Source: an optimization exercise on an open RTL-to-GDS flow (aim: small area, a short achievable clock period and few clock cycles per item). Production flows keep margins and buffers that such runs may drop. RTL that was checked went through simulation tests only; none was proved equivalent to the original. Only the layout flow was run in runs 1 to 3; the RTL was not checked for function there. Power and IR drop assume default switching activity.

File: flow/config.mk
export PLATFORM = sky130hd
export DESIGN_NAME = rsfv_top
export DESIGN_NICKNAME = rsfv_top
export VERILOG_FILES = /design/flow/design.v
export SDC_FILE = /design/flow/constraint.sdc
export NUM_CORES = 4
export LEC_CHECK = 0
export CAP_MARGIN = 20
export CORE_MARGIN = 2
export CORE_UTILIZATION = 40
export CTS_BUF_LIST = sky130_fd_sc_hd__clkbuf_4 sky130_fd_sc_hd__clkbuf_8
export SETUP_SLACK_MARGIN = 3.5
export SLEW_MARGIN = 20
export SYNTH_HIERARCHICAL = 1
export SYNTH_MINIMUM_KEEP_SIZE = 0
export TNS_END_PERCENT = 5
File: flow/constraint.sdc
create_clock -name core_clock -period 6.0 [get_ports {clock}]
set_input_delay 1.2000 -clock core_clock [delete_from_list [all_inputs] [get_ports {clock}]]
set_output_delay 1.2000 -clock core_clock [all_outputs]
set_load 0.01 [all_outputs]
File: flow/design.v
`timescale 1ns / 1ps
package rsfv_pkg;
   localparam int NUM_SRC     = 3;
   localparam int VALUE_WIDTH = 64;
   localparam int SEQ_WIDTH   = 64;
   localparam int AGE_WIDTH   = 8;
   localparam int CSR_INDEX_W = 2;
   localparam int CSR_DATA_W  = 8;
   localparam int Q_DEPTH = 2;
   localparam int Q_PTR_W = $clog2(Q_DEPTH);
   localparam int Q_CNT_W = $clog2(Q_DEPTH + 1);
   localparam logic [1:0] FUNC_TICK    = 2'd0;
   localparam logic [1:0] FUNC_COMPARE = 2'd1;
   localparam logic [1:0] FUNC_COMBINE = 2'd2;
   localparam logic [CSR_INDEX_W-1:0] CSR_SOURCE_COUNT = 2'd0;
   localparam logic [CSR_INDEX_W-1:0] CSR_STALE_LIMIT  = 2'd1;
   localparam logic [CSR_INDEX_W-1:0] CSR_DOWNSELECT   = 2'd2;
   localparam logic [SEQ_WIDTH-1:0] SEQ_INVALID = {1'b1, {(SEQ_WIDTH-1){1'b0}}};
   localparam logic [63:0] VAL_EXT_MASK = ~({64{1'b1}} >> (64 - VALUE_WIDTH));
   typedef struct packed {
      logic [1:0]         func;
      logic signed [63:0] fresh_a;
      logic signed [63:0] fresh_b;
      logic signed [63:0] fresh_c;
      logic               use_sequence;
      logic signed [63:0] accepted_seq;
      logic [63:0]        value_a;
      logic [63:0]        value_b;
      logic [63:0]        value_c;
      logic               is_signed;
   } req_type;
   typedef struct packed {
      logic [2:0]  connected_mask;
      logic        any_connected;
      logic [63:0] result_value;
      logic        value_written;
      logic        b_c_agree;
   } rsp_type;
   typedef struct packed {
      logic [1:0]           source_count;
      logic [AGE_WIDTH-1:0] stale_limit;
      logic                 downselect_mode;
   } cfg_type;
   typedef struct packed {
      logic [1:0]             func;
      logic [NUM_SRC-1:0]     live_mask;
      logic                   b_c_equal;
      logic [VALUE_WIDTH-1:0] val_a;
      logic [VALUE_WIDTH-1:0] val_b;
      logic [VALUE_WIDTH-1:0] val_c;
      logic                   is_signed;
   } q_entry_type;
endpackage
`timescale 1ns / 1ps
module rsfv_inv (input logic a, output logic y);
   assign y = ~a;
endmodule
module rsfv_nand2 (input logic a, input logic b, output logic y);
   assign y = ~(a & b);
endmodule
module rsfv_nand3 (input logic a, input logic b, input logic c, output logic y);
   assign y = ~(a & b & c);
endmodule
module rsfv_nand4 (input logic a, input logic b, input logic c, input logic d,
                   output logic y);
   assign y = ~(a & b & c & d);
endmodule
module rsfv_nor2 (input logic a, input logic b, output logic y);
   assign y = ~(a | b);
endmodule
module rsfv_and2 (input logic a, input logic b, output logic y);
   assign y = a & b;
endmodule
module rsfv_xor2 (input logic a, input logic b, output logic y);
   assign y = a ^ b;
endmodule
module rsfv_xnor2 (input logic a, input logic b, output logic y);
   assign y = ~(a ^ b);
endmodule
module rsfv_nor2b (input logic a, input logic b_n, output logic y);
   assign y = ~(a | ~b_n);
endmodule
module rsfv_nand2b (input logic a_n, input logic b, output logic y);
   assign y = ~(~a_n & b);
endmodule
module rsfv_a21oi (input logic a1, input logic a2, input logic b1, output logic y);
   assign y = ~((a1 & a2) | b1);
endmodule
module rsfv_o21ai (input logic a1, input logic a2, input logic b1, output logic y);
   assign y = ~((a1 | a2) & b1);
endmodule
module rsfv_a22oi (input logic a1, input logic a2, input logic b1, input logic b2,
                   output logic y);
   assign y = ~((a1 & a2) | (b1 & b2));
endmodule
module rsfv_a31oi (input logic a1, input logic a2, input logic a3, input logic b1,
                   output logic y);
   assign y = ~((a1 & a2 & a3) | b1);
endmodule
module rsfv_gp_top (
   input  logic [1:0] a,
   input  logic [1:0] b,
   input  logic       sgn,
   output logic       ng,
   output logic       np
);
   logic g1;
   logic p1;
   assign g1 = sgn ? (a[1] & ~b[1]) : (~a[1] & b[1]);
   assign p1 = sgn ? (a[1] | ~b[1]) : (~a[1] | b[1]);
   assign ng = ~(g1 | (p1 & ~a[0] & b[0]));
   assign np = ~(p1 & (~a[0] | b[0]));
endmodule
module rsfv_less64 (
   input  logic [63:0] a,
   input  logic [63:0] b,
   input  logic        sgn,
   output logic        lt
);
   logic [61:0] g0, p0;
   logic [31:0] g1, p1;
   logic [15:0] g2, p2;
   logic [7:0]  g3, p3;
   logic [3:0]  g4, p4;
   logic [1:0]  g5, p5;
   for (genvar i = 0; i < 62; i++) begin : gl0
      rsfv_nor2b  u_g (.a(a[i]), .b_n(b[i]), .y(g0[i]));
      if (i > 0) begin : gp
         rsfv_nand2b u_p (.a_n(b[i]), .b(a[i]), .y(p0[i]));
      end
   end
   assign p0[0] = 1'b0;
   for (genvar i = 0; i < 31; i++) begin : gl1
      rsfv_a21oi u_g (.a1(p0[2*i+1]), .a2(g0[2*i]), .b1(g0[2*i+1]), .y(g1[i]));
      if (i > 0) begin : gp
         rsfv_nand2 u_p (.a(p0[2*i+1]), .b(p0[2*i]), .y(p1[i]));
      end
   end
   assign p1[0] = 1'b1;
   rsfv_gp_top u_top (.a(a[63:62]), .b(b[63:62]), .sgn(sgn), .ng(g1[31]), .np(p1[31]));
   for (genvar i = 0; i < 16; i++) begin : gl2
      rsfv_o21ai u_g (.a1(p1[2*i+1]), .a2(g1[2*i]), .b1(g1[2*i+1]), .y(g2[i]));
      if (i > 0) begin : gp
         rsfv_nor2 u_p (.a(p1[2*i+1]), .b(p1[2*i]), .y(p2[i]));
      end
   end
   assign p2[0] = 1'b0;
   for (genvar i = 0; i < 8; i++) begin : gl3
      rsfv_a21oi u_g (.a1(p2[2*i+1]), .a2(g2[2*i]), .b1(g2[2*i+1]), .y(g3[i]));
      if (i > 0) begin : gp
         rsfv_nand2 u_p (.a(p2[2*i+1]), .b(p2[2*i]), .y(p3[i]));
      end
   end
   assign p3[0] = 1'b1;
   for (genvar i = 0; i < 4; i++) begin : gl4
      rsfv_o21ai u_g (.a1(p3[2*i+1]), .a2(g3[2*i]), .b1(g3[2*i+1]), .y(g4[i]));
      if (i > 0) begin : gp
         rsfv_nor2 u_p (.a(p3[2*i+1]), .b(p3[2*i]), .y(p4[i]));
      end
   end
   assign p4[0] = 1'b0;
   for (genvar i = 0; i < 2; i++) begin : gl5
      rsfv_a21oi u_g (.a1(p4[2*i+1]), .a2(g4[2*i]), .b1(g4[2*i+1]), .y(g5[i]));
      if (i > 0) begin : gp
         rsfv_nand2 u_p (.a(p4[2*i+1]), .b(p4[2*i]), .y(p5[i]));
      end
   end
   assign p5[0] = 1'b1;
   rsfv_o21ai u_g6 (.a1(p5[1]), .a2(g5[0]), .b1(g5[1]), .y(lt));
endmodule
module rsfv_ne64 (
   input  logic [63:0] a,
   input  logic [63:0] b,
   output logic        ne
);
   logic [63:0] e0;
   logic [15:0] n1;
   logic [7:0]  e2;
   logic [3:0]  n3;
   logic [1:0]  e4;
   for (genvar i = 0; i < 64; i++) begin : gx
      rsfv_xnor2 u_x (.a(a[i]), .b(b[i]), .y(e0[i]));
   end
   for (genvar i = 0; i < 16; i++) begin : g1
      rsfv_nand4 u_n (.a(e0[4*i]), .b(e0[4*i+1]), .c(e0[4*i+2]), .d(e0[4*i+3]), .y(n1[i]));
   end
   for (genvar i = 0; i < 8; i++) begin : g2
      rsfv_nor2 u_n (.a(n1[2*i]), .b(n1[2*i+1]), .y(e2[i]));
   end
   for (genvar i = 0; i < 4; i++) begin : g3
      rsfv_nand2 u_n (.a(e2[2*i]), .b(e2[2*i+1]), .y(n3[i]));
   end
   for (genvar i = 0; i < 2; i++) begin : g4
      rsfv_nor2 u_n (.a(n3[2*i]), .b(n3[2*i+1]), .y(e4[i]));
   end
   rsfv_nand2 u_top (.a(e4[0]), .b(e4[1]), .y(ne));
endmodule
module rsfv_z63 (
   input  logic [62:0] a,
   output logic        z
);
   logic [31:0] z1;
   logic [7:0]  n2;
   logic [3:0]  z3;
   logic [1:0]  n4;
   for (genvar i = 0; i < 31; i++) begin : g1
      rsfv_nor2 u_n (.a(a[2*i]), .b(a[2*i+1]), .y(z1[i]));
   end
   rsfv_inv u_n62 (.a(a[62]), .y(z1[31]));
   for (genvar i = 0; i < 8; i++) begin : g2
      rsfv_nand4 u_n (.a(z1[4*i]), .b(z1[4*i+1]), .c(z1[4*i+2]), .d(z1[4*i+3]), .y(n2[i]));
   end
   for (genvar i = 0; i < 4; i++) begin : g3
      rsfv_nor2 u_n (.a(n2[2*i]), .b(n2[2*i+1]), .y(z3[i]));
   end
   for (genvar i = 0; i < 2; i++) begin : g4
      rsfv_nand2 u_n (.a(z3[2*i]), .b(z3[2*i+1]), .y(n4[i]));
   end
   rsfv_nor2 u_top (.a(n4[0]), .b(n4[1]), .y(z));
endmodule
`timescale 1ns / 1ps
module rsfv_top (
   input  logic        clock,
   input  logic        reset,
   input  logic        csr_we,
   input  logic [1:0]  csr_index,
   input  logic [7:0]  csr_wdata,
   input  logic        req_valid,
   output logic        req_stall,
   input  logic [1:0]  req_func,
   input  logic [63:0] req_fresh_a,
   input  logic [63:0] req_fresh_b,
   input  logic [63:0] req_fresh_c,
   input  logic        req_use_sequence,
   input  logic [63:0] req_accepted_seq,
   input  logic [63:0] req_value_a,
   input  logic [63:0] req_value_b,
   input  logic [63:0] req_value_c,
   input  logic        req_is_signed,
   output logic        rsp_valid,
   input  logic        rsp_stall,
   output logic [2:0]  rsp_connected_mask,
   output logic        rsp_any_connected,
   output logic [63:0] rsp_result_value,
   output logic        rsp_value_written,
   output logic        rsp_b_c_agree
);
   logic [1:0]  src_cnt_ff;
   logic [7:0]  stale_ff;
   logic        ds_ff;
   logic [63:0] last_ff [0:2];
   logic [2:0]  seen_ff;
   logic [7:0]  age_ff  [0:2];
   logic [2:0]  mask_ff;
   logic        bc_ff;
   logic        ov_ff;
   logic [2:0]  o_mask_ff;
   logic        o_bc_ff;
   logic        o_wr_ff;
   logic [63:0] o_val_ff;
   logic        load;
   logic        accept;
   logic        is_tick;
   logic        is_cmp;
   logic        is_comb;
   rsfv_and2  u_stall (.a(ov_ff), .b(rsp_stall), .y(req_stall));
   rsfv_nand2 u_load  (.a(ov_ff), .b(rsp_stall), .y(load));
   assign accept  = req_valid & load;
   assign is_tick = req_func == 2'd0;
   assign is_cmp  = req_func == 2'd1;
   assign is_comb = req_func == 2'd2;
   logic [63:0] fresh [0:2];
   logic [2:0]  ne_seq;
   logic [2:0]  ne_last;
   logic [2:0]  zero;
   logic [2:0]  in_range;
   logic [2:0]  valid_f;
   logic [2:0]  updated;
   logic [2:0]  take;
   logic [2:0]  age_inc;
   logic [2:0]  live_upd;
   logic [2:0]  live_keep;
   logic [2:0]  mask_in;
   logic        bc_in;
   logic        ne_bc;
   assign fresh[0] = req_fresh_a;
   assign fresh[1] = req_fresh_b;
   assign fresh[2] = req_fresh_c;
   for (genvar i = 0; i < 3; i++) begin : g_src
      rsfv_ne64 u_seq  (.a(fresh[i]), .b(req_accepted_seq), .ne(ne_seq[i]));
      rsfv_ne64 u_last (.a(fresh[i]), .b(last_ff[i]), .ne(ne_last[i]));
      rsfv_z63  u_zero (.a(fresh[i][62:0]), .z(zero[i]));
   end
   rsfv_ne64 u_bc (.a(req_value_b), .b(req_value_c), .ne(ne_bc));
   always_comb begin
      for (int i = 0; i < 3; i++) begin
         in_range[i] = 2'(i) < src_cnt_ff;
         valid_f[i]  = in_range[i] & ~zero[i];
         updated[i]  = valid_f[i] & (req_use_sequence ? ~ne_seq[i]
                                                      : ne_last[i] | ~seen_ff[i]);
         take[i]     = accept & is_tick & valid_f[i] & (~req_use_sequence | ~ne_seq[i]);
         age_inc[i]  = age_ff[i] < stale_ff;
         live_upd[i]  = in_range[i] && stale_ff != 8'd0;
         live_keep[i] = in_range[i] && (age_inc[i] ? (age_ff[i] + 8'd1) < stale_ff : 1'b0);
         mask_in[i]   = updated[i] ? live_upd[i] : live_keep[i];
      end
      bc_in = is_tick ? 1'b1 :
              is_cmp  ? bc_ff & ~ne_bc : bc_ff;
   end
   always_ff @(posedge clock) begin
      if (reset) begin
         src_cnt_ff <= 2'd3;
         stale_ff   <= 8'd1;
         ds_ff      <= 1'b0;
         mask_ff    <= 3'b000;
         bc_ff      <= 1'b1;
         seen_ff    <= 3'b000;
         for (int i = 0; i < 3; i++)
            age_ff[i] <= 8'd1;
      end else begin
         if (csr_we) begin
            case (csr_index)
               2'd0: src_cnt_ff <= csr_wdata[1:0];
               2'd1: stale_ff   <= csr_wdata;
               2'd2: ds_ff      <= csr_wdata[0];
               default: begin
               end
            endcase
         end
         if (accept) begin
            bc_ff <= bc_in;
            if (is_tick) begin
               mask_ff <= mask_in;
               for (int i = 0; i < 3; i++) begin
                  if (updated[i]) begin
                     seen_ff[i] <= 1'b1;
                     age_ff[i]  <= 8'd0;
                  end else if (in_range[i] && age_inc[i]) begin
                     age_ff[i]  <= age_ff[i] + 8'd1;
                  end
               end
            end
         end
      end
   end
   always_ff @(posedge clock) begin
      for (int i = 0; i < 3; i++)
         if (take[i])
            last_ff[i] <= fresh[i];
   end
   logic l_ab;
   logic l_bc;
   logic l_ac;
   rsfv_less64 u_ab (.a(req_value_a), .b(req_value_b), .sgn(req_is_signed), .lt(l_ab));
   rsfv_less64 u_bcl (.a(req_value_b), .b(req_value_c), .sgn(req_is_signed), .lt(l_bc));
   rsfv_less64 u_ac (.a(req_value_a), .b(req_value_c), .sgn(req_is_signed), .lt(l_ac));
   logic wr_in;
   logic k_a;
   logic k_b;
   logic k_c;
   logic m_ab;
   logic m_ac;
   logic m_bc;
   logic m3;
   always_comb begin
      wr_in = is_comb && mask_ff != 3'b000;
      k_a   = wr_in && (mask_ff == 3'b001 ||
                        (ds_ff && (mask_ff == 3'b011 || mask_ff == 3'b101)) ||
                        (ds_ff && mask_ff == 3'b111 && !bc_ff));
      k_b   = wr_in && (mask_ff == 3'b010 || (ds_ff && mask_ff == 3'b110) ||
                        (ds_ff && mask_ff == 3'b111 && bc_ff));
      k_c   = wr_in && mask_ff == 3'b100;
      m_ab  = wr_in && !ds_ff && mask_ff == 3'b011;
      m_ac  = wr_in && !ds_ff && mask_ff == 3'b101;
      m_bc  = wr_in && !ds_ff && mask_ff == 3'b110;
      m3    = wr_in && !ds_ff && mask_ff == 3'b111;
   end
   logic nl_ab;
   logic nl_bc;
   logic nl_ac;
   logic x12;
   logic nx12;
   logic x32;
   logic nx32;
   logic ya1, ya2, yb1, yb2, yc1, yc2;
   logic sel_a;
   logic sel_b;
   logic sel_c;
   rsfv_inv   u_i1 (.a(l_ab), .y(nl_ab));
   rsfv_inv   u_i2 (.a(l_bc), .y(nl_bc));
   rsfv_inv   u_i3 (.a(l_ac), .y(nl_ac));
   rsfv_xor2  u_x1 (.a(l_ab), .b(l_bc), .y(x12));
   rsfv_xnor2 u_x2 (.a(l_ab), .b(l_bc), .y(nx12));
   rsfv_xor2  u_x3 (.a(l_ac), .b(l_bc), .y(x32));
   rsfv_xnor2 u_x4 (.a(l_ac), .b(l_bc), .y(nx32));
   rsfv_a22oi u_sa1 (.a1(m_ab), .a2(nl_ab), .b1(m_ac), .b2(nl_ac), .y(ya1));
   rsfv_a31oi u_sa2 (.a1(m3), .a2(x12), .a3(nx32), .b1(k_a), .y(ya2));
   rsfv_nand2 u_sa  (.a(ya1), .b(ya2), .y(sel_a));
   rsfv_a22oi u_sb1 (.a1(m_ab), .a2(l_ab), .b1(m3), .b2(nx12), .y(yb1));
   rsfv_a22oi u_sb2 (.a1(m_bc), .a2(nl_bc), .b1(k_b), .b2(1'b1), .y(yb2));
   rsfv_nand2 u_sb  (.a(yb1), .b(yb2), .y(sel_b));
   rsfv_a22oi u_sc1 (.a1(m_ac), .a2(l_ac), .b1(m_bc), .b2(l_bc), .y(yc1));
   rsfv_a31oi u_sc2 (.a1(m3), .a2(x12), .a3(x32), .b1(k_c), .y(yc2));
   rsfv_nand2 u_sc  (.a(yc1), .b(yc2), .y(sel_c));
   logic [63:0] na;
   logic [63:0] nb;
   logic [63:0] nc;
   logic [63:0] val_in;
   for (genvar i = 0; i < 64; i++) begin : g_val
      rsfv_nand2 u_a (.a(sel_a), .b(req_value_a[i]), .y(na[i]));
      rsfv_nand2 u_b (.a(sel_b), .b(req_value_b[i]), .y(nb[i]));
      rsfv_nand2 u_c (.a(sel_c), .b(req_value_c[i]), .y(nc[i]));
      rsfv_nand3 u_o (.a(na[i]), .b(nb[i]), .c(nc[i]), .y(val_in[i]));
   end
   always_ff @(posedge clock) begin
      if (reset)
         ov_ff <= 1'b0;
      else if (load)
         ov_ff <= req_valid;
   end
   always_ff @(posedge clock) begin
      if (load) begin
         o_mask_ff <= is_tick ? mask_in : mask_ff;
         o_bc_ff   <= bc_in;
         o_wr_ff   <= wr_in;
         o_val_ff  <= val_in;
      end
   end
   assign rsp_valid          = ov_ff;
   assign rsp_connected_mask = o_mask_ff;
   assign rsp_any_connected  = |o_mask_ff;
   assign rsp_b_c_agree      = o_bc_ff;
   assign rsp_value_written  = o_wr_ff;
   assign rsp_result_value   = o_val_ff;
endmodule
File: flow/flow/run.sh
#!/bin/bash
# Standard layout, with the port buffers made of buf_1 cells.
export BUFFER_PORTS_ARGS="-buffer_cell sky130_fd_sc_hd__buf_1"
bash standard.sh > standard.log 2>&1
File: flow/standard.sh
#!/bin/bash
# synth_recipe.tcl (not shown) runs the flow's synth.tcl, then flattens the netlist and writes it again
# the make line also repeats each setting of config.mk as NAME=value (left out here)
make -C /OpenROAD-flow-scripts/flow DESIGN_CONFIG=/design/flow/config.mk WORK_HOME=/design/flow/orfs CLKGATE_MAP_FILE= SYNTH_SCRIPT=/design/flow/synth_recipe.tcl "${@:-finish}"
==> impl_metrics.yaml, run 1 <==
power_and_ir_drop:
  finalPower_w: 0.005916
  p_leak_nw: 11.84
  ir_drop_uv: 176.9
  power_density_nw_per_um2: 192.1
worst_setup_path:
  r2r-start: "ov_ff"
  max_stage_delay_ns: 0.33
  cp-end-kind: "flop"
  slowest_stage: "buf_1"
  worstPathArrival_ns: 3.52
  crit_start: "req_value_a[50]"
  start_kind: "primary input"
  cp_data_required_time_ns: 6.41
  crit_buf_inv: 3
  critPathTopFamily: "compound AO/OA/AOI/OAI gates"
  r2r_cells: 6
  cp_cell_sequence: "buf_1 > nand2b_1 > nand2_1 > o21ai_1 > a21oi_2 > o21ai_2 > a21oi_2 > o21ai_4 > xor2_1 > a31oi_2 > nand2_4 > buf_12 > buf_6 > nand2_1 > nand3_1"
  cp_max_fo: 11
  criticalPathCategory: "in2reg"
  path_depth: 15
hold_path:
  hold_class: "reg2reg"
  min_path_cells: 1
  worstHoldStart: "seen_ff[0]"
clock_network:
  cts.sinks: 304
  root_buffer: "clkbuf_8"
  cts_tree: "built"
  cts_max_level: 2
  max-clock-path-buffers: 3
  clk_pin_slew_ns: 0.06
  insertion_delay_ns: 0.71
  cts_made_buffers: 58
finish:
  fillers: 5381
  drive_gt1_share_pct: 31.51
  syn_to_final_growth_pct: 29.29
  seq_area_sq_um: 8698
  nNetsFinal: 3648
  multi_input_area_sq_um: 16450
synthesis:
  synth_edf_count: 261
  synth_top_family_by_area: "simple AND/OR/NAND/NOR gates"
  yosysMostFrequentCell: "xnor2_1"
  synth_top_area_share_pct: 32.90
  ys_ff_latch: 304
  yosys-top-cells-count: "xnor2_1, nand2_1, nor2_1, edfxtp_1, nand2b_1"
  synth.cell_area_sq_um: 23830
  synth-async-reset-ratio_pct: 0
  syn-instance-count: 2499
  synth_compound_area_share_pct: 9.595
  synth_area_leaders: "edfxtp_1, xnor2_1, nor2b_4"
  synth_area_leader_cell: "edfxtp_1"
  syn-mean-instance-area_sq_um: 9.534
  synth_fp_nets: 3011
  synthXorXnorAreaFrac_pct: 17.24
  yosys.cell_types.count: 66
  synth_mux_area_share_pct: 0.4621
  ys_warn_count: 13
  ys.flop_type: "edfxtp_1"
  yosys.area_share.simple_pct: 33.02
  synth_seq_area_share_pct: 36.51
  synthAdderAreaFrac_pct: 2.363
status:
  outcome: "complete, no violations"
global_route:
  grt_remaining_overflow: 0
  grtUsageTotal_pct: 24.09
  grt_antenna_before_repair: 17
  grt_max_degree: 74
  grt_pass1_wl_mm: 115.0
  grt_pass1_vias: 20360
detailed_routing:
  drtPass1Iterations: 5
  wirelength_mm: 81.70
  dr_wl_met2_mm: 39.22
  met3_length_mm: 6.097
  drt_iter0_markers: 1180
  post_drt_wl_per_cell_um: 20.59
  wl_met1_mm: 33.85
  viasPerCell: 5.251
  highest_layer: "met5"
  drc: 0
  ant_nets: 0
  vias: 20840
timing:
  hold_violations: 0
  slew_viol_final: 0
  rsz0062_at_grt: "yes"
  fin_crit_ns: 3.104
  max_freq_mhz: 322.1
  timing.final.crit_share_pct: 51.74
  fin_worst_skew_ns: 0.03806
  fin_ws_ns: 2.896
  setup_viol: 0
  max_slew_margin_pct: 40.04
  fin_tns_setup_ns: 0
  worst_pin_slew_ns: 0.8939
placed_design:
  routabilityCongestion: 0.9001
  io_buffers: 538
  hpwl_mm: 59.50
  dpl_worst_slack_ns: 1.277
die:
  die_h_um: 248.1
  chipWidth_um: 248.1
  ios: 539
  dieArea_sq_um: 61530
  core_sq_um: 58910
  initial_core_util_pct: 40.45
  rows: 89
flow_run:
  cap_violations: 0
## cells by family after synthesis
group           after synthesis
compound gates              307
xor+xnor                    469
fa+ha+maj                    45
buf+inv                      50
flops                       304
mux                          11
other cells                   1
simple gates               1312
## power breakdown
group	switching, W	internal, W	leakage [nW]	total [W]
clock network	0.000986	0.00112	0.613	0.00210
registers	0.0000330	0.00236	2.89	0.00239
logic	0.000785	0.000636	8.33	0.00142
## routing by layer
metal  vias up  track usage, %
met5         -               0
met4        14           8.172
met3       173           4.622
met2       722           40.96
met1      9959           30.59
li1       9974               -
## cells in the final DEF, fill, tap and decap left out, drive strengths merged, types with 4 or more instances in the layout
| cell type | n |
|---|---|
| nor2 | 267 |
| o32ai | 5 |
| xnor2 | 459 |
| a31oi | 12 |
| buf | 357 |
| edfxtp | 261 |
| nand3 | 75 |
| o21ai | 85 |
| ha | 45 |
| nor2b | 194 |
| a21oi | 137 |
| inv | 41 |
| nand2 | 399 |
| nor3 | 9 |
| nand4 | 143 |
| a22oi | 7 |
| clkbuf | 310 |
| a211oi | 6 |
| xor2 | 10 |
| diode | 16 |
| a211o | 7 |
| o21a | 10 |
| dfxtp | 43 |
| clkinv | 18 |
| and3 | 7 |
| nand2b | 197 |
| mux2i | 11 |
| a21o | 4 |
| and2 | 6 |
| o22ai | 8 |
## worst paths after layout
| check | endpoint | slack [ns] |
|---|---|---|
| max | o_val_ff[20] | 2.90 |
| min | seen_ff[0] | 0.48 |
| min reg2reg | seen_ff[0] | 0.48 |
| max reg2reg | age_ff[0][7] | 3.28 |
## per-stage QoR
stage / instances / utilization, % / cell area (sq um) / hold WS, ns
finish: 3969 / 52.29 / 30800 / 0.4801
global route: 3962 / 52.26 / 30790 / 0.5081
CTS: 3925 / 48.13 / 28350 / 0.4782
detailed placement: 3808 / 45.78 / 26970 / 0.4634
global placement: 3808 / 45.78 / 26970 / 0.4490
floorplan: 2499 / - / 23930 / 0.4418
## sequential cells by signal, indices dropped and copies added (netlist names), 2 cells and up
signal,count
last_ff,192
o_val_ff,64
age_ff,24
stale_ff,8
mask_ff,3
o_mask_ff,3
seen_ff,3
src_cnt_ff,2
## what timing repair did
action | CTS | global route
gates resized for setup | 45 | 752
gates cloned | 3 | 18
endpoints found under the hold margin | 0 | 0
pin swaps | 11 | 119
buffers inserted | 10 | 10
hold buffers | 0 | 0
setup endpoints to repair | 305 | 304
## modules after synthesis (local to each module, per instance), excerpt
module	times used	cells inside	area, sq um	flops+latches
rsfv_xor2	2	1	8.758	0
rsfv_gp_top	3	9	50.05	0
rsfv_nor2b	186	1	13.76	0
rsfv_nor2	232	1	3.754	0
rsfv_o21ai	63	1	5.005	0
rsfv_nand4	136	1	6.256	0
rsfv_nand3	64	1	5.005	0
rsfv_nand2	351	1	3.754	0
rsfv_nand2b	183	1	6.256	0
rsfv_top	1	669	11170	304
rsfv_inv	6	1	3.754	0
rsfv_a21oi	123	1	8.758	0
rsfv_a31oi	2	1	6.256	0
rsfv_xnor2	450	1	8.758	0
rsfv_and2	1	1	6.256	0
rsfv_a22oi	4	1	12.51	0
## final cells by class
cell class / instances / share of cell area, %
Multi-Input combinational cell: 2148 / 53.39
Sequential cell: 304 / 28.24
Timing Repair Buffer: 585 / 10.88
Clock buffer: 82 / 3.217
Tap cell: 773 / 3.140
Clock inverter: 22 / 0.5118
Inverter: 39 / 0.4915
Antenna cell: 16 / 0.1300
==> run 2, diff against run 1 <==
--- a/flow/design.v
+++ b/flow/design.v
@@ -69,4 +69,7 @@
    assign y = ~(a | b);
 endmodule
+module rsfv_and3 (input logic a, input logic b, input logic c, output logic y);
+   assign y = a & b & c;
+endmodule
 module rsfv_and2 (input logic a, input logic b, output logic y);
    assign y = a & b;
@@ -98,4 +101,13 @@
    assign y = ~((a1 & a2 & a3) | b1);
 endmodule
+module rsfv_gp2 (
+   input  logic [1:0] a,
+   input  logic [1:0] b,
+   output logic       ng,
+   output logic       np
+);
+   assign ng = ~((~a[1] & b[1]) | ((~a[1] | b[1]) & ~a[0] & b[0]));
+   assign np = ~((~a[1] | b[1]) & (~a[0] | b[0]));
+endmodule
 module rsfv_gp_top (
    input  logic [1:0] a,
@@ -118,5 +130,4 @@
    output logic        lt
 );
-   logic [61:0] g0, p0;
    logic [31:0] g1, p1;
    logic [15:0] g2, p2;
@@ -124,18 +135,7 @@
    logic [3:0]  g4, p4;
    logic [1:0]  g5, p5;
-   for (genvar i = 0; i < 62; i++) begin : gl0
-      rsfv_nor2b  u_g (.a(a[i]), .b_n(b[i]), .y(g0[i]));
-      if (i > 0) begin : gp
-         rsfv_nand2b u_p (.a_n(b[i]), .b(a[i]), .y(p0[i]));
-      end
-   end
-   assign p0[0] = 1'b0;
    for (genvar i = 0; i < 31; i++) begin : gl1
-      rsfv_a21oi u_g (.a1(p0[2*i+1]), .a2(g0[2*i]), .b1(g0[2*i+1]), .y(g1[i]));
-      if (i > 0) begin : gp
-         rsfv_nand2 u_p (.a(p0[2*i+1]), .b(p0[2*i]), .y(p1[i]));
-      end
+      rsfv_gp2 u_gp (.a(a[2*i+1:2*i]), .b(b[2*i+1:2*i]), .ng(g1[i]), .np(p1[i]));
    end
-   assign p1[0] = 1'b1;
    rsfv_gp_top u_top (.a(a[63:62]), .b(b[63:62]), .sgn(sgn), .ng(g1[31]), .np(p1[31]));
    for (genvar i = 0; i < 16; i++) begin : gl2
@@ -172,5 +172,6 @@
    input  logic [63:0] a,
    input  logic [63:0] b,
-   output logic        ne
+   output logic        ne,
+   output logic        eq
 );
    logic [63:0] e0;
@@ -195,4 +196,5 @@
    end
    rsfv_nand2 u_top (.a(e4[0]), .b(e4[1]), .y(ne));
+   rsfv_and2  u_eq  (.a(e4[0]), .b(e4[1]), .y(eq));
 endmodule
 module rsfv_z63 (
@@ -256,4 +258,5 @@
    logic        ov_ff;
    logic [2:0]  o_mask_ff;
+   logic        o_any_ff;
    logic        o_bc_ff;
    logic        o_wr_ff;
@@ -272,40 +275,74 @@
    logic [63:0] fresh [0:2];
    logic [2:0]  ne_seq;
+   logic [2:0]  eq_seq;
    logic [2:0]  ne_last;
+   logic [2:0]  eq_last_unused;
    logic [2:0]  zero;
    logic [2:0]  in_range;
    logic [2:0]  valid_f;
+   logic [2:0]  t_seq;
+   logic [2:0]  t_last;
+   logic [2:0]  t_new;
+   logic [2:0]  e_take;
+   logic [2:0]  n_seq;
+   logic [2:0]  n_upd_seq;
+   logic [2:0]  n_upd_last;
    logic [2:0]  updated;
+   logic [2:0]  n_updated;
    logic [2:0]  take;
    logic [2:0]  age_inc;
    logic [2:0]  live_upd;
    logic [2:0]  live_keep;
+   logic [2:0]  r_upd;
+   logic [2:0]  r_keep;
+   logic [2:0]  n_r1;
+   logic [2:0]  n_r0;
+   logic [2:0]  rsp_mask;
+   logic [2:0]  s_upd;
+   logic [2:0]  s_keep;
+   logic [2:0]  n_s1;
+   logic [2:0]  n_s0;
    logic [2:0]  mask_in;
    logic        bc_in;
    logic        ne_bc;
+   logic        eq_bc_unused;
    assign fresh[0] = req_fresh_a;
    assign fresh[1] = req_fresh_b;
    assign fresh[2] = req_fresh_c;
-   for (genvar i = 0; i < 3; i++) begin : g_src
-      rsfv_ne64 u_seq  (.a(fresh[i]), .b(req_accepted_seq), .ne(ne_seq[i]));
-      rsfv_ne64 u_last (.a(fresh[i]), .b(last_ff[i]), .ne(ne_last[i]));
-      rsfv_z63  u_zero (.a(fresh[i][62:0]), .z(zero[i]));
-   end
-   rsfv_ne64 u_bc (.a(req_value_b), .b(req_value_c), .ne(ne_bc));
+   rsfv_ne64 u_bc (.a(req_value_b), .b(req_value_c), .ne(ne_bc), .eq(eq_bc_unused));
    always_comb begin
       for (int i = 0; i < 3; i++) begin
          in_range[i] = 2'(i) < src_cnt_ff;
          valid_f[i]  = in_range[i] & ~zero[i];
-         updated[i]  = valid_f[i] & (req_use_sequence ? ~ne_seq[i]
-                                                      : ne_last[i] | ~seen_ff[i]);
-         take[i]     = accept & is_tick & valid_f[i] & (~req_use_sequence | ~ne_seq[i]);
+         t_seq[i]    = valid_f[i] & req_use_sequence;
+         t_last[i]   = valid_f[i] & ~req_use_sequence;
+         t_new[i]    = valid_f[i] & ~req_use_sequence & ~seen_ff[i];
+         e_take[i]   = accept & is_tick & valid_f[i];
          age_inc[i]  = age_ff[i] < stale_ff;
          live_upd[i]  = in_range[i] && stale_ff != 8'd0;
          live_keep[i] = in_range[i] && (age_inc[i] ? (age_ff[i] + 8'd1) < stale_ff : 1'b0);
-         mask_in[i]   = updated[i] ? live_upd[i] : live_keep[i];
+         r_upd[i]     = is_tick ? live_upd[i] : mask_ff[i];
+         r_keep[i]    = is_tick ? live_keep[i] : mask_ff[i];
       end
       bc_in = is_tick ? 1'b1 :
               is_cmp  ? bc_ff & ~ne_bc : bc_ff;
    end
+   for (genvar i = 0; i < 3; i++) begin : g_src
+      rsfv_ne64 u_seq  (.a(fresh[i]), .b(req_accepted_seq), .ne(ne_seq[i]), .eq(eq_seq[i]));
+      rsfv_ne64 u_last (.a(fresh[i]), .b(last_ff[i]), .ne(ne_last[i]), .eq(eq_last_unused[i]));
+      rsfv_z63  u_zero (.a(fresh[i][62:0]), .z(zero[i]));
+      rsfv_nand2 u_us (.a(t_seq[i]), .b(eq_seq[i]), .y(n_upd_seq[i]));
+      rsfv_nand2 u_ul (.a(t_last[i]), .b(ne_last[i]), .y(n_upd_last[i]));
+      rsfv_nand3 u_up (.a(n_upd_seq[i]), .b(n_upd_last[i]), .c(~t_new[i]), .y(updated[i]));
+      rsfv_and3  u_nu (.a(n_upd_seq[i]), .b(n_upd_last[i]), .c(~t_new[i]), .y(n_updated[i]));
+      rsfv_nand2 u_ns (.a(req_use_sequence), .b(ne_seq[i]), .y(n_seq[i]));
+      rsfv_and2  u_tk (.a(e_take[i]), .b(n_seq[i]), .y(take[i]));
+      rsfv_nand2 u_r1 (.a(updated[i]), .b(r_upd[i]), .y(n_r1[i]));
+      rsfv_nand2 u_r0 (.a(n_updated[i]), .b(r_keep[i]), .y(n_r0[i]));
+      rsfv_nand2 u_r  (.a(n_r1[i]), .b(n_r0[i]), .y(rsp_mask[i]));
+      rsfv_nand2 u_s1 (.a(updated[i]), .b(live_upd[i]), .y(n_s1[i]));
+      rsfv_nand2 u_s0 (.a(n_updated[i]), .b(live_keep[i]), .y(n_s0[i]));
+      rsfv_nand2 u_s  (.a(n_s1[i]), .b(n_s0[i]), .y(mask_in[i]));
+   end
    always_ff @(posedge clock) begin
       if (reset) begin
@@ -421,5 +458,6 @@
    always_ff @(posedge clock) begin
       if (load) begin
-         o_mask_ff <= is_tick ? mask_in : mask_ff;
+         o_mask_ff <= rsp_mask;
+         o_any_ff  <= |rsp_mask;
          o_bc_ff   <= bc_in;
          o_wr_ff   <= wr_in;
@@ -429,5 +467,5 @@
    assign rsp_valid          = ov_ff;
    assign rsp_connected_mask = o_mask_ff;
-   assign rsp_any_connected  = |o_mask_ff;
+   assign rsp_any_connected  = o_any_ff;
    assign rsp_b_c_agree      = o_bc_ff;
    assign rsp_value_written  = o_wr_ff;
==> flow/flow/run.sh (replaced) <==
#!/bin/bash
# Standard layout, with the port buffers made of buf_1 cells, and no second
# timing repair after global routing (the one after clock tree synthesis
# stays).
export BUFFER_PORTS_ARGS="-buffer_cell sky130_fd_sc_hd__buf_1"
bash standard.sh SKIP_INCREMENTAL_REPAIR=1 > standard.log 2>&1
==> impl_metrics.yaml, run 2 <==
worst_setup_path:
  cp_cell_sequence: "buf_2 > nand2b_4 > maj3_2 > o21ai_2 > a21oi_2 > o21ai_2 > a21oi_2 > o21ai_4 > xor2_2 > a31oi_4 > buf_12 > nand2_8 > nand2_2 > nand3_2"
  max_stage_delay_ns: 0.39
  cp-end-kind: "flop"
  reg2reg_slack_ns: 3.18
  start_kind: "primary input"
  criticalPathCategory: "in2reg"
  cp_max_fo: 8
  cp_data_required_time_ns: 6.41
  worstPathArrival_ns: 3.63
  crit_buf_inv: 2
  slowest_stage: "o21ai_4"
  critPathTopFamily: "compound AO/OA/AOI/OAI gates"
placed_design:
  hpwl_mm: 58.22
  routabilityCongestion: 0.9039
  dpl_cell_area_sq_um: 25440
  io_buffers: 538
finish:
  drive_gt1_share_pct: 15.94
  nNetsFinal: 3572
  final_common_cell: "buf_1"
  syn_to_final_growth_pct: 22.42
  final_cell_mix: "buf_1, xnor2_1, nand2_1"
  largest_reg_flops: 192
  reg_top3: "last_ff: 192 flops, o_val_ff: 64 flops, age_ff: 24 flops"
  fillers: 5302
  stdcell_area_sq_um: 27500
  fin_util_pct: 49.72
  regMostFlops: "last_ff"
power_and_ir_drop:
  combPwrFrac_pct: 21.2
  switching_share_pct: 29.95
  ir_drop_uv: 162.8
  power_density_nw_per_um2: 200.8
  switchingPower_w: 0.001653
  intPower_w: 0.003867
  p_leak_nw: 9.963
  clkPwrFrac_pct: 35.3
  pwr-share-seq_pct: 43.5
die:
  initial_core_util_pct: 40.61
  core_sq_um: 55310
  rows: 86
  die_h_um: 241.0
  dieArea_sq_um: 58070
  chipWidth_um: 241.0
  ios: 539
detailed_routing:
  post_drt_wl_per_cell_um: 20.27
  drt_iter0_markers: 1218
  vias: 20490
  drc: 0
  ant_nets: 0
  viasPerCell: 5.301
  wirelength_mm: 78.33
  drtPass1Iterations: 5
global_route:
  grt_max_degree: 75
  grt_antenna_before_repair: 15
  grt_pass1_wl_mm: 117.6
  grt_remaining_overflow: 0
  grtUsageTotal_pct: 26.41
  grt_pass1_vias: 20680
timing:
  fin_tns_setup_ns: 0
  fin_worst_skew_ns: 0.03590
  worst_pin_slew_ns: 0.9365
  max_freq_mhz: 310.6
  setup_viol: 0
  hold_violations: 0
  timing.final.crit_share_pct: 53.67
  max_slew_margin_pct: 37.57
  slew_viol_final: 0
  fin_crit_ns: 3.220
synthesis:
  synth.cell_area_sq_um: 22460
  synth_fp_nets: 2962
  syn-instance-count: 2450
  ys_warn_count: 13
  syn-mean-instance-area_sq_um: 9.168
clock_network:
  root_buffer: "clkbuf_8"
  cts_max_level: 2
  cts_made_buffers: 56
  hold_buffers: 0
  cts_setup_buffers: 12
  cts_tree: "built"
  cts.sinks: 305
  cts_resized: 192
  clk_pin_slew_ns: 0.06
  insertion_delay_ns: 0.68
  max-clock-path-buffers: 3
status:
  outcome: "complete, no violations"
flow_run:
  cap_violations: 0
hold_path:
  hold_class: "reg2reg"
[run 2: layer usage]
metal	vias up	wire [um]	global-route usage [%]
met5	-	67	0
li1	9745	-	-
met3	191	5618	5.936
met1	9849	31710	31.94
met2	693	37810	45.21
met4	10	3121	11.07
[run 2: final timing paths]
kind | start | to | cells past startpoint
setup / recovery | req_value_c[16] | o_val_ff[56] | 14
hold / removal | seen_ff[0] | seen_ff[0] | 2
setup reg to reg | age_ff[0][0] | o_any_ff | 11
hold reg to reg | seen_ff[0] | seen_ff[0] | 2
[run 2: layout make-up]
class | instances | area [sq um] | share of cell area, %
clock inverter | 21 | 107.6 | 0.3913
timing repair buffer | 551 | 2317 | 8.427
antenna | 17 | 42.54 | 0.1547
tap | 748 | 935.9 | 3.403
sequential | 305 | 8728 | 31.74
multi-input combinational | 1923 | 13600 | 49.44
inverter | 223 | 837.1 | 3.044
clock buffer | 77 | 934.6 | 3.399
[run 2: power by group through the flow]
stage	sequential [W]	clock, W	combinational [W]
final	0.00240	0.00195	0.00117
after global routing	0.00240	0.00209	0.00128
after global placement	0.00244	0	0.00107
after CTS	0.00240	0.00200	0.00117
after floorplan	0.00245	0	0.000642
after detailed placement	0.00244	0	0.00111
[run 2: worst reg2reg max path, delay by kind of cell (launching register included)]
kind	cells	cell delay (ns)
AO/OA/AOI/OAI	2	0.42
XOR/XNOR	1	0.18
adder cells (fa/ha/maj)	2	0.59
flip-flops	1	0.45
AND/OR/NAND/NOR	6	0.94
[run 2: through the flow]
stage	hold WS (ns)	setup slack, ns	cells	power (W)
4_1_cts	0.4706	2.933	3848	0.005570
2_1_floorplan	0.4280	2.567	2450	0.003092
5_1_grt	0.5169	2.606	3853	0.005769
6_report	0.4638	2.780	3865	0.005521
3_5_place_dp	0.4554	1.648	3724	0.003551
3_3_place_gp	0.4476	1.775	3724	0.003515
==> run 3, diff against run 2 <==
==> flow/flow/run.sh (replaced) <==
#!/bin/bash
export BUFFER_PORTS_ARGS="-buffer_cell sky130_fd_sc_hd__buf_1"
bash standard.sh cts > standard_cts.log 2>&1 || exit 1
bash standard.sh SETUP_SLACK_MARGIN=0 > standard.log 2>&1
==> impl_metrics.yaml, run 3 <==
die:
  dieArea_sq_um: 58070
  die_h_um: 241.0
  initial_core_util_pct: 40.61
  core_sq_um: 55310
  ios: 539
  chipWidth_um: 241.0
  rows: 86
power_and_ir_drop:
  combPwrFrac_pct: 21.2
  p_leak_nw: 9.963
  pwr-share-seq_pct: 43.5
  switchingPower_w: 0.001653
  clkPwrFrac_pct: 35.3
  switching_share_pct: 29.95
  power_density_nw_per_um2: 200.8
  intPower_w: 0.003867
  ir_drop_uv: 162.8
worst_setup_path:
  cp-end-kind: "flop"
  r2r-start: "age_ff[0][0]"
  criticalPathCategory: "in2reg"
  slowest_stage: "o21ai_4"
  reg2reg_slack_ns: 3.18
  critPathTopFamily: "compound AO/OA/AOI/OAI gates"
  crit_buf_inv: 2
  cp_data_required_time_ns: 6.41
  max_stage_delay_ns: 0.39
  cp_cell_sequence: "buf_2 > nand2b_4 > maj3_2 > o21ai_2 > a21oi_2 > o21ai_2 > a21oi_2 > o21ai_4 > xor2_2 > a31oi_4 > buf_12 > nand2_8 > nand2_2 > nand3_2"
  worstPathArrival_ns: 3.63
  cp_max_fo: 8
  r2r_cells: 11
  start_kind: "primary input"
  r2r-end: "o_any_ff"
clock_network:
  cts.sinks: 305
  clk_pin_slew_ns: 0.06
  cts_max_level: 2
  cts_tree: "built"
  insertion_delay_ns: 0.68
  cts_made_buffers: 56
  root_buffer: "clkbuf_8"
  max-clock-path-buffers: 3
global_route:
  grt_antenna_before_repair: 15
  grtUsageTotal_pct: 26.41
  grt_remaining_overflow: 0
  grt_max_degree: 75
  grt_pass1_vias: 20680
  grt_pass1_wl_mm: 117.6
detailed_routing:
  post_drt_wl_per_cell_um: 20.27
  drt_iter0_markers: 1218
  wirelength_mm: 78.33
  vias: 20490
  drc: 0
  viasPerCell: 5.301
  ant_nets: 0
  drtPass1Iterations: 5
finish:
  syn_to_final_growth_pct: 22.42
  fin_util_pct: 49.72
  reg_top3: "last_ff: 192 flops, o_val_ff: 64 flops, age_ff: 24 flops"
  final_common_cell: "buf_1"
  regMostFlops: "last_ff"
  nNetsFinal: 3572
  stdcell_count: 3865
  drive_gt1_share_pct: 15.94
  largest_reg_flops: 192
  final_cell_mix: "buf_1, xnor2_1, nand2_1"
synthesis:
  synth.cell_area_sq_um: 22460
  syn-instance-count: 2450
  syn-mean-instance-area_sq_um: 9.168
  synth_fp_nets: 2962
  ys_warn_count: 13
placed_design:
  hpwl_mm: 58.22
  io_buffers: 538
  placed_cells: 3724
  routabilityCongestion: 0.9039
  dpl_worst_slack_ns: 1.648
timing:
  fin_crit_ns: 3.220
  max_freq_mhz: 310.6
  fin_tns_setup_ns: 0
  timing.final.crit_share_pct: 53.67
  hold_violations: 0
  slew_viol_final: 0
  holdWs_ns: 0.4638
  setup_viol: 0
  worst_pin_slew_ns: 0.9365
  fin_ws_ns: 2.780
  max_slew_margin_pct: 37.57
  rsz0062_at_grt: "no"
  fin_worst_skew_ns: 0.03590
hold_path:
  hold_end: "seen_ff[0]"
  hold_class: "reg2reg"
  min_path_cells: 2
  worstHoldStart: "seen_ff[0]"
flow_run:
  cap_violations: 0
status:
  outcome: "complete, no violations"
==> run 3: layer usage <==
metal  up-vias  GRT usage [%]  part of all wire (%)
met5         -              0                 0.086
met4        10          11.07                   4.0
met3       191          5.936                   7.2
met2       693          45.21                    48
met1      9849          31.94                    40
li1       9745              -                     -
==> run 3: worst max path at each step <==
stage	slack, ns	startpoint	cells past startpoint	to
after detailed placement	1.65	req_value_c[60]	13	o_val_ff[44]
after global placement	1.78	req_value_b[63]	13	o_val_ff[55]
final	2.78	req_value_c[16]	14	o_val_ff[56]
after global routing	2.61	req_value_b[60]	14	o_val_ff[43]
after floorplan	2.57	req_value_b[0]	12	o_val_ff[0]
after CTS	2.93	req_value_b[0]	14	o_val_ff[50]
==> run 3: cell type report <==
type	instances	area [sq um]
clock buffers	77	934.6
clock inverters	21	107.6
fillers	5302	27810
inverters	223	837.1
multi-input cells	1923	13600
diodes	17	42.54
well taps	748	935.9
repair buffers	551	2317
flip-flops and latches	305	8728
==> run 3: power groups by stage <==
stage / Clock, W / Combinational [W] / Sequential [W]
4_1_cts: 0.00200 / 0.00117 / 0.00240
5_1_grt: 0.00209 / 0.00128 / 0.00240
2_1_floorplan: 0 / 0.000642 / 0.00245
3_5_place_dp: 0 / 0.00111 / 0.00244
6_report: 0.00195 / 0.00117 / 0.00240
3_3_place_gp: 0 / 0.00107 / 0.00244
==> run 3: worst reg2reg max path: stages, from the launching register on <==
cell and delay [ns]:
dfxtp_1 0.45, ha_1 0.27, and3_1 0.26, nand3_1 0.11, xnor2_1 0.18, ha_1 0.32, nand3_1 0.07, o211a_1 0.23
a21bo_1 0.19, nand2_1 0.05, nand2_1 0.10, or3_1 0.35
==> run 3: repair_timing <==
item	in CTS	in global routing
hold buffers	0	0
setup buffers	12	0
hold endpoints to repair	0	0
resized for setup	192	0
endpoints found under the setup margin	296	0
==> run 3: stage by stage <==
step	area, sq um	total power, W
2_1_floorplan	22540	0.003092
3_3_place_gp	25440	0.003515
3_5_place_dp	25440	0.003551
4_1_cts	27460	0.005570
5_1_grt	27470	0.005769
6_report	27500	0.005521
==> run 4, diff against run 3 <==
--- a/flow/design.v
+++ b/flow/design.v
@@ -72,4 +72,10 @@
    assign y = a & b & c;
 endmodule
+module rsfv_o21a (input logic a1, input logic a2, input logic b1, output logic y);
+   assign y = (a1 | a2) & b1;
+endmodule
+module rsfv_a21o (input logic a1, input logic a2, input logic b1, output logic y);
+   assign y = (a1 & a2) | b1;
+endmodule
 module rsfv_and2 (input logic a, input logic b, output logic y);
    assign y = a & b;
@@ -128,5 +134,6 @@
    input  logic [63:0] b,
    input  logic        sgn,
-   output logic        lt
+   output logic        lt,
+   output logic        nlt
 );
    logic [31:0] g1, p1;
@@ -168,4 +175,5 @@
    assign p5[0] = 1'b1;
    rsfv_o21ai u_g6 (.a1(p5[1]), .a2(g5[0]), .b1(g5[1]), .y(lt));
+   rsfv_o21a  u_n6 (.a1(p5[1]), .a2(g5[0]), .b1(g5[1]), .y(nlt));
 endmodule
 module rsfv_ne64 (
@@ -303,5 +311,15 @@
    logic [2:0]  n_s1;
    logic [2:0]  n_s0;
-   logic [2:0]  mask_in;
+   logic [7:0]  age_k   [0:2];
+   logic [7:0]  age_p   [0:2];
+   logic [7:0]  age_q   [0:2];
+   logic [7:0]  age_d   [0:2];
+   logic        seen_p;
+   logic [2:0]  seen_q;
+   logic [2:0]  seen_d;
+   logic [2:0]  mask_pu;
+   logic [2:0]  mask_pk;
+   logic [2:0]  mask_d;
+   logic        e_tick;
    logic        bc_in;
    logic        ne_bc;
@@ -325,4 +343,14 @@
          r_keep[i]    = is_tick ? live_keep[i] : mask_ff[i];
       end
+      e_tick = accept & is_tick;
+      seen_p = ~reset & e_tick;
+      for (int i = 0; i < 3; i++) begin
+         age_k[i]   = (in_range[i] && age_inc[i]) ? age_ff[i] + 8'd1 : age_ff[i];
+         age_p[i]   = {8{~reset & e_tick}} & age_k[i];
+         age_q[i]   = reset ? 8'd1 : {8{~e_tick}} & age_ff[i];
+         seen_q[i]  = ~reset & seen_ff[i];
+         mask_pu[i] = ~reset & (e_tick ? live_upd[i] : mask_ff[i]);
+         mask_pk[i] = ~reset & (e_tick ? live_keep[i] : mask_ff[i]);
+      end
       bc_in = is_tick ? 1'b1 :
               is_cmp  ? bc_ff & ~ne_bc : bc_ff;
@@ -341,7 +369,11 @@
       rsfv_nand2 u_r0 (.a(n_updated[i]), .b(r_keep[i]), .y(n_r0[i]));
       rsfv_nand2 u_r  (.a(n_r1[i]), .b(n_r0[i]), .y(rsp_mask[i]));
-      rsfv_nand2 u_s1 (.a(updated[i]), .b(live_upd[i]), .y(n_s1[i]));
-      rsfv_nand2 u_s0 (.a(n_updated[i]), .b(live_keep[i]), .y(n_s0[i]));
-      rsfv_nand2 u_s  (.a(n_s1[i]), .b(n_s0[i]), .y(mask_in[i]));
+      for (genvar b = 0; b < 8; b++) begin : g_age
+         rsfv_a21o u_d (.a1(n_updated[i]), .a2(age_p[i][b]), .b1(age_q[i][b]), .y(age_d[i][b]));
+      end
+      rsfv_a21o  u_seen (.a1(updated[i]), .a2(seen_p), .b1(seen_q[i]), .y(seen_d[i]));
+      rsfv_nand2 u_s1 (.a(updated[i]), .b(mask_pu[i]), .y(n_s1[i]));
+      rsfv_nand2 u_s0 (.a(n_updated[i]), .b(mask_pk[i]), .y(n_s0[i]));
+      rsfv_nand2 u_s  (.a(n_s1[i]), .b(n_s0[i]), .y(mask_d[i]));
    end
    always_ff @(posedge clock) begin
@@ -350,9 +382,5 @@
          stale_ff   <= 8'd1;
          ds_ff      <= 1'b0;
-         mask_ff    <= 3'b000;
          bc_ff      <= 1'b1;
-         seen_ff    <= 3'b000;
-         for (int i = 0; i < 3; i++)
-            age_ff[i] <= 8'd1;
       end else begin
          if (csr_we) begin
@@ -365,21 +393,15 @@
             endcase
          end
-         if (accept) begin
+         if (accept)
             bc_ff <= bc_in;
-            if (is_tick) begin
-               mask_ff <= mask_in;
-               for (int i = 0; i < 3; i++) begin
-                  if (updated[i]) begin
-                     seen_ff[i] <= 1'b1;
-                     age_ff[i]  <= 8'd0;
-                  end else if (in_range[i] && age_inc[i]) begin
-                     age_ff[i]  <= age_ff[i] + 8'd1;
-                  end
-               end
-            end
-         end
       end
    end
    always_ff @(posedge clock) begin
+      mask_ff <= mask_d;
+      seen_ff <= seen_d;
+      for (int i = 0; i < 3; i++)
+         age_ff[i] <= age_d[i];
+   end
+   always_ff @(posedge clock) begin
       for (int i = 0; i < 3; i++)
          if (take[i])
@@ -389,7 +411,10 @@
    logic l_bc;
    logic l_ac;
-   rsfv_less64 u_ab (.a(req_value_a), .b(req_value_b), .sgn(req_is_signed), .lt(l_ab));
-   rsfv_less64 u_bcl (.a(req_value_b), .b(req_value_c), .sgn(req_is_signed), .lt(l_bc));
-   rsfv_less64 u_ac (.a(req_value_a), .b(req_value_c), .sgn(req_is_signed), .lt(l_ac));
+   logic nl_ab;
+   logic nl_bc;
+   logic nl_ac;
+   rsfv_less64 u_ab  (.a(req_value_a), .b(req_value_b), .sgn(req_is_signed), .lt(l_ab), .nlt(nl_ab));
+   rsfv_less64 u_bcl (.a(req_value_b), .b(req_value_c), .sgn(req_is_signed), .lt(l_bc), .nlt(nl_bc));
+   rsfv_less64 u_ac  (.a(req_value_a), .b(req_value_c), .sgn(req_is_signed), .lt(l_ac), .nlt(nl_ac));
    logic wr_in;
    logic k_a;
@@ -413,31 +438,25 @@
       m3    = wr_in && !ds_ff && mask_ff == 3'b111;
    end
-   logic nl_ab;
-   logic nl_bc;
-   logic nl_ac;
-   logic x12;
-   logic nx12;
-   logic x32;
-   logic nx32;
-   logic ya1, ya2, yb1, yb2, yc1, yc2;
-   logic sel_a;
-   logic sel_b;
-   logic sel_c;
-   rsfv_inv   u_i1 (.a(l_ab), .y(nl_ab));
-   rsfv_inv   u_i2 (.a(l_bc), .y(nl_bc));
-   rsfv_inv   u_i3 (.a(l_ac), .y(nl_ac));
-   rsfv_xor2  u_x1 (.a(l_ab), .b(l_bc), .y(x12));
-   rsfv_xnor2 u_x2 (.a(l_ab), .b(l_bc), .y(nx12));
-   rsfv_xor2  u_x3 (.a(l_ac), .b(l_bc), .y(x32));
-   rsfv_xnor2 u_x4 (.a(l_ac), .b(l_bc), .y(nx32));
-   rsfv_a22oi u_sa1 (.a1(m_ab), .a2(nl_ab), .b1(m_ac), .b2(nl_ac), .y(ya1));
-   rsfv_a31oi u_sa2 (.a1(m3), .a2(x12), .a3(nx32), .b1(k_a), .y(ya2));
-   rsfv_nand2 u_sa  (.a(ya1), .b(ya2), .y(sel_a));
-   rsfv_a22oi u_sb1 (.a1(m_ab), .a2(l_ab), .b1(m3), .b2(nx12), .y(yb1));
-   rsfv_a22oi u_sb2 (.a1(m_bc), .a2(nl_bc), .b1(k_b), .b2(1'b1), .y(yb2));
-   rsfv_nand2 u_sb  (.a(yb1), .b(yb2), .y(sel_b));
-   rsfv_a22oi u_sc1 (.a1(m_ac), .a2(l_ac), .b1(m_bc), .b2(l_bc), .y(yc1));
-   rsfv_a31oi u_sc2 (.a1(m3), .a2(x12), .a3(x32), .b1(k_c), .y(yc2));
-   rsfv_nand2 u_sc  (.a(yc1), .b(yc2), .y(sel_c));
+   logic [3:0] ta;
+   logic [3:0] tb;
+   logic [3:0] tc;
+   logic       sel_a;
+   logic       sel_b;
+   logic       sel_c;
+   rsfv_a21oi u_ta0 (.a1(m_ab), .a2(nl_ab), .b1(k_a), .y(ta[0]));
+   rsfv_nand2 u_ta1 (.a(m_ac), .b(nl_ac), .y(ta[1]));
+   rsfv_nand4 u_ta2 (.a(m3), .b(nl_ab), .c(l_bc), .d(l_ac), .y(ta[2]));
+   rsfv_nand4 u_ta3 (.a(m3), .b(l_ab), .c(nl_bc), .d(nl_ac), .y(ta[3]));
+   rsfv_nand4 u_sa  (.a(ta[0]), .b(ta[1]), .c(ta[2]), .d(ta[3]), .y(sel_a));
+   rsfv_a21oi u_tb0 (.a1(m_ab), .a2(l_ab), .b1(k_b), .y(tb[0]));
+   rsfv_nand2 u_tb1 (.a(m_bc), .b(nl_bc), .y(tb[1]));
+   rsfv_nand3 u_tb2 (.a(m3), .b(l_ab), .c(l_bc), .y(tb[2]));
+   rsfv_nand3 u_tb3 (.a(m3), .b(nl_ab), .c(nl_bc), .y(tb[3]));
+   rsfv_nand4 u_sb  (.a(tb[0]), .b(tb[1]), .c(tb[2]), .d(tb[3]), .y(sel_b));
+   rsfv_a21oi u_tc0 (.a1(m_ac), .a2(l_ac), .b1(k_c), .y(tc[0]));
+   rsfv_nand2 u_tc1 (.a(m_bc), .b(l_bc), .y(tc[1]));
+   rsfv_nand4 u_tc2 (.a(m3), .b(nl_ab), .c(l_bc), .d(nl_ac), .y(tc[2]));
+   rsfv_nand4 u_tc3 (.a(m3), .b(l_ab), .c(nl_bc), .d(l_ac), .y(tc[3]));
+   rsfv_nand4 u_sc  (.a(tc[0]), .b(tc[1]), .c(tc[2]), .d(tc[3]), .y(sel_c));
    logic [63:0] na;
    logic [63:0] nb;
==> flow/flow/run.sh (replaced) <==
#!/bin/bash
export BUFFER_PORTS_ARGS="-buffer_cell sky130_fd_sc_hd__buf_1"
bash standard.sh cts > standard_cts.log 2>&1 || exit 1
bash standard.sh SETUP_SLACK_MARGIN=3.0 > standard.log 2>&1
==> impl_metrics.yaml, run 4 <==
status:
  outcome: "complete, no violations"
die:
  core_sq_um: 56170
  initial_core_util_pct: 40.23
  rows: 87
  die_h_um: 241.7
  dieArea_sq_um: 58410
  ios: 539
  chipWidth_um: 241.7
timing:
  max_slew_margin_pct: 33.22
  fin_worst_skew_ns: 0.03400
  hold_violations: 0
  rsz0062_at_grt: "yes"
  fin_ws_ns: 3.022
  max_freq_mhz: 335.8
  setup_viol: 0
  holdWs_ns: 0.5018
  fin_crit_ns: 2.978
  slew_viol_final: 0
  fin_tns_setup_ns: 0
  timing.final.crit_share_pct: 49.64
  worst_pin_slew_ns: 0.9972
synthesis:
  synth.cell_area_sq_um: 22600
  syn-instance-count: 2475
  syn-mean-instance-area_sq_um: 9.130
  ys_warn_count: 20
  synth_fp_nets: 2987
detailed_routing:
  vias: 20570
  wirelength_mm: 76.89
  ant_nets: 0
  drtPass1Iterations: 5
  post_drt_wl_per_cell_um: 19.69
  drt_iter0_markers: 1292
  viasPerCell: 5.267
  drc: 0
clock_network:
  insertion_delay_ns: 0.68
  cts_max_level: 2
  cts.sinks: 305
  max-clock-path-buffers: 3
  clk_pin_slew_ns: 0.06
  root_buffer: "clkbuf_8"
  cts_tree: "built"
  cts_made_buffers: 57
  hold_buffers: 0
hold_path:
  worstHoldStart: "stale_ff[6]"
  hold_class: "reg2reg"
  hold_end: "stale_ff[6]"
  min_path_cells: 2
finish:
  nNetsFinal: 3591
  regMostFlops: "last_ff"
  syn_to_final_growth_pct: 21.53
  stdcell_count: 3905
  largest_reg_flops: 192
  reg_top3: "last_ff: 192 flops, o_val_ff: 64 flops, age_ff: 24 flops"
  drive_gt1_share_pct: 15.54
  final_cell_mix: "xnor2_1, buf_1, nand2_1"
  fillers: 5439
  final_common_cell: "xnor2_1"
  fin_util_pct: 48.90
placed_design:
  routabilityCongestion: 0.9435
  io_buffers: 538
  hpwl_mm: 57.88
  placed_cells: 3760
  dpl_worst_slack_ns: 1.632
worst_setup_path:
  worstPathArrival_ns: 3.49
  cp-end-kind: "flop"
  criticalPathCategory: "in2reg"
  start_kind: "primary input"
  reg2reg_slack_ns: 3.15
  cp_data_required_time_ns: 6.51
  cp_max_fo: 64
  r2r-start: "age_ff[0][1]"
  r2r_cells: 11
  r2r-end: "o_any_ff"
power_and_ir_drop:
  power_density_nw_per_um2: 207.9
  p_leak_nw: 10.12
  ir_drop_uv: 171.4
global_route:
  grt_pass1_vias: 20220
  grt_max_degree: 65
  grt_pass1_wl_mm: 116.5
  grt_antenna_before_repair: 21
  grtUsageTotal_pct: 25.32
  grt_remaining_overflow: 0
flow_run:
  cap_violations: 0
==> run 4: changes by cell type in the layout (fill, tap and decap cells not counted), sizes merged, moves of 8 or more <==
cell | before | now
a21o | 6 | 32
a31o | 0 | 10
and2 | 9 | 31
buf | 550 | 538
clkbuf | 78 | 89
clkinv | 20 | 31
inv | 224 | 211
nand2 | 345 | 322
nand2b | 118 | 108
nand4 | 139 | 147
nor2 | 266 | 278
o32ai | 11 | 0
==> run 4: per-layer routing <==
layer | vias up | global-route usage [%] | wire, um
met5 | - | 0 | 28
met2 | 728 | 42.42 | 36490
met4 | 4 | 11.09 | 3260
met1 | 9835 | 31.98 | 31940
li1 | 9828 | - | -
met3 | 173 | 4.495 | 5168
==> run 4: worst max-delay path by stage <==
stage	start	endpoint	slack [ns]
after detailed placement	rsp_stall	last_ff[2][16]	1.63
final	req_is_signed	o_val_ff[6]	3.02
after global routing	req_is_signed	o_val_ff[13]	2.91
after global placement	rsp_stall	last_ff[1][6]	1.76
after CTS	req_value_b[0]	o_val_ff[13]	3.15
after floorplan	req_value_a[0]	o_val_ff[0]	1.63
==> run 4: power by group <==
group	total, W	internal [W]	switching [W]	leakage (nW)
Sequential	0.00241	0.00237	0.0000326	2.90
Clock	0.00212	0.00113	0.000988	0.616
Combinational	0.00119	0.000495	0.000692	6.60
==> run 4: cell type report <==
cell class | instances | area [sq um] | share of cell area, %
Inverter | 208 | 780.7 | 2.843
Tap cell | 756 | 945.9 | 3.444
Antenna cell | 22 | 55.05 | 0.2005
Sequential cell | 305 | 8735 | 31.80
Clock inverter | 37 | 276.5 | 1.007
Multi-Input combinational cell | 1950 | 13340 | 48.57
Timing Repair Buffer | 557 | 2436 | 8.870
Clock buffer | 70 | 894.6 | 3.257
==> run 4: per-stage QoR <==
stage | area [sq um] | power (W)
floorplan | 22630 | 0.003100
global placement | 25580 | 0.003530
detailed placement | 25580 | 0.003567
CTS | 27320 | 0.005756
global route | 27450 | 0.005958
finish | 27460 | 0.005711
==> run 4: worst max-delay path, cell delays in order <==
cell	delay [ns]
buf_1	0.14
inv_1	0.09
o21a_1	0.19
o22ai_1	0.23
o21ai_1	0.15
a21oi_2	0.12
o21ai_1	0.12
a21oi_2	0.19
o21a_1	0.21
nand4_1	0.12
nand4_1	0.18
buf_12	0.32
nand2_1	0.10
nand3_1	0.09
==> run 4: what timing repair did <==
| item | in CTS | in global routing |
|---|---|---|
| gates resized for setup | 145 | 28 |
| cloned | 9 | 1 |
| pin swaps | 16 | 2 |
| setup buffers | 6 | 0 |
| endpoints found under the setup margin | 296 | 65 |
Testbench counts of run 4, summed over its fixed seeds: cycles 8,208, items 8,192.

## afterwards: timing with drivers on the ports
In the flow no input, the clock included, has a driving cell. The finished layouts below were timed again as built, in two steps. Step 1 assumes that a clkbuf_16 drives the clock port and a buf_2 every other input. Step 2 times the ports against the registers' clock, not the clock port: input delays grow and output delays shrink by t, the midpoint of the rising clock arrivals with the driver on. a / b / c = ideal ports / drivers / drivers and shift; a / b = the first two.
run	shift t [ns]	setup slack, ns	latest minus earliest clock arrival (ns)
run 1	0.737	2.896 / 2.883 / 2.146	0.053 / 0.052
run 2	0.712	2.780 / 2.719 / 2.007	0.036 / 0.036
run 3	0.712	2.780 / 2.719 / 2.007	0.036 / 0.036
run 4	0.717	3.022 / 3.021 / 2.304	0.042 / 0.042
After both steps setup and hold are still met in every run listed.
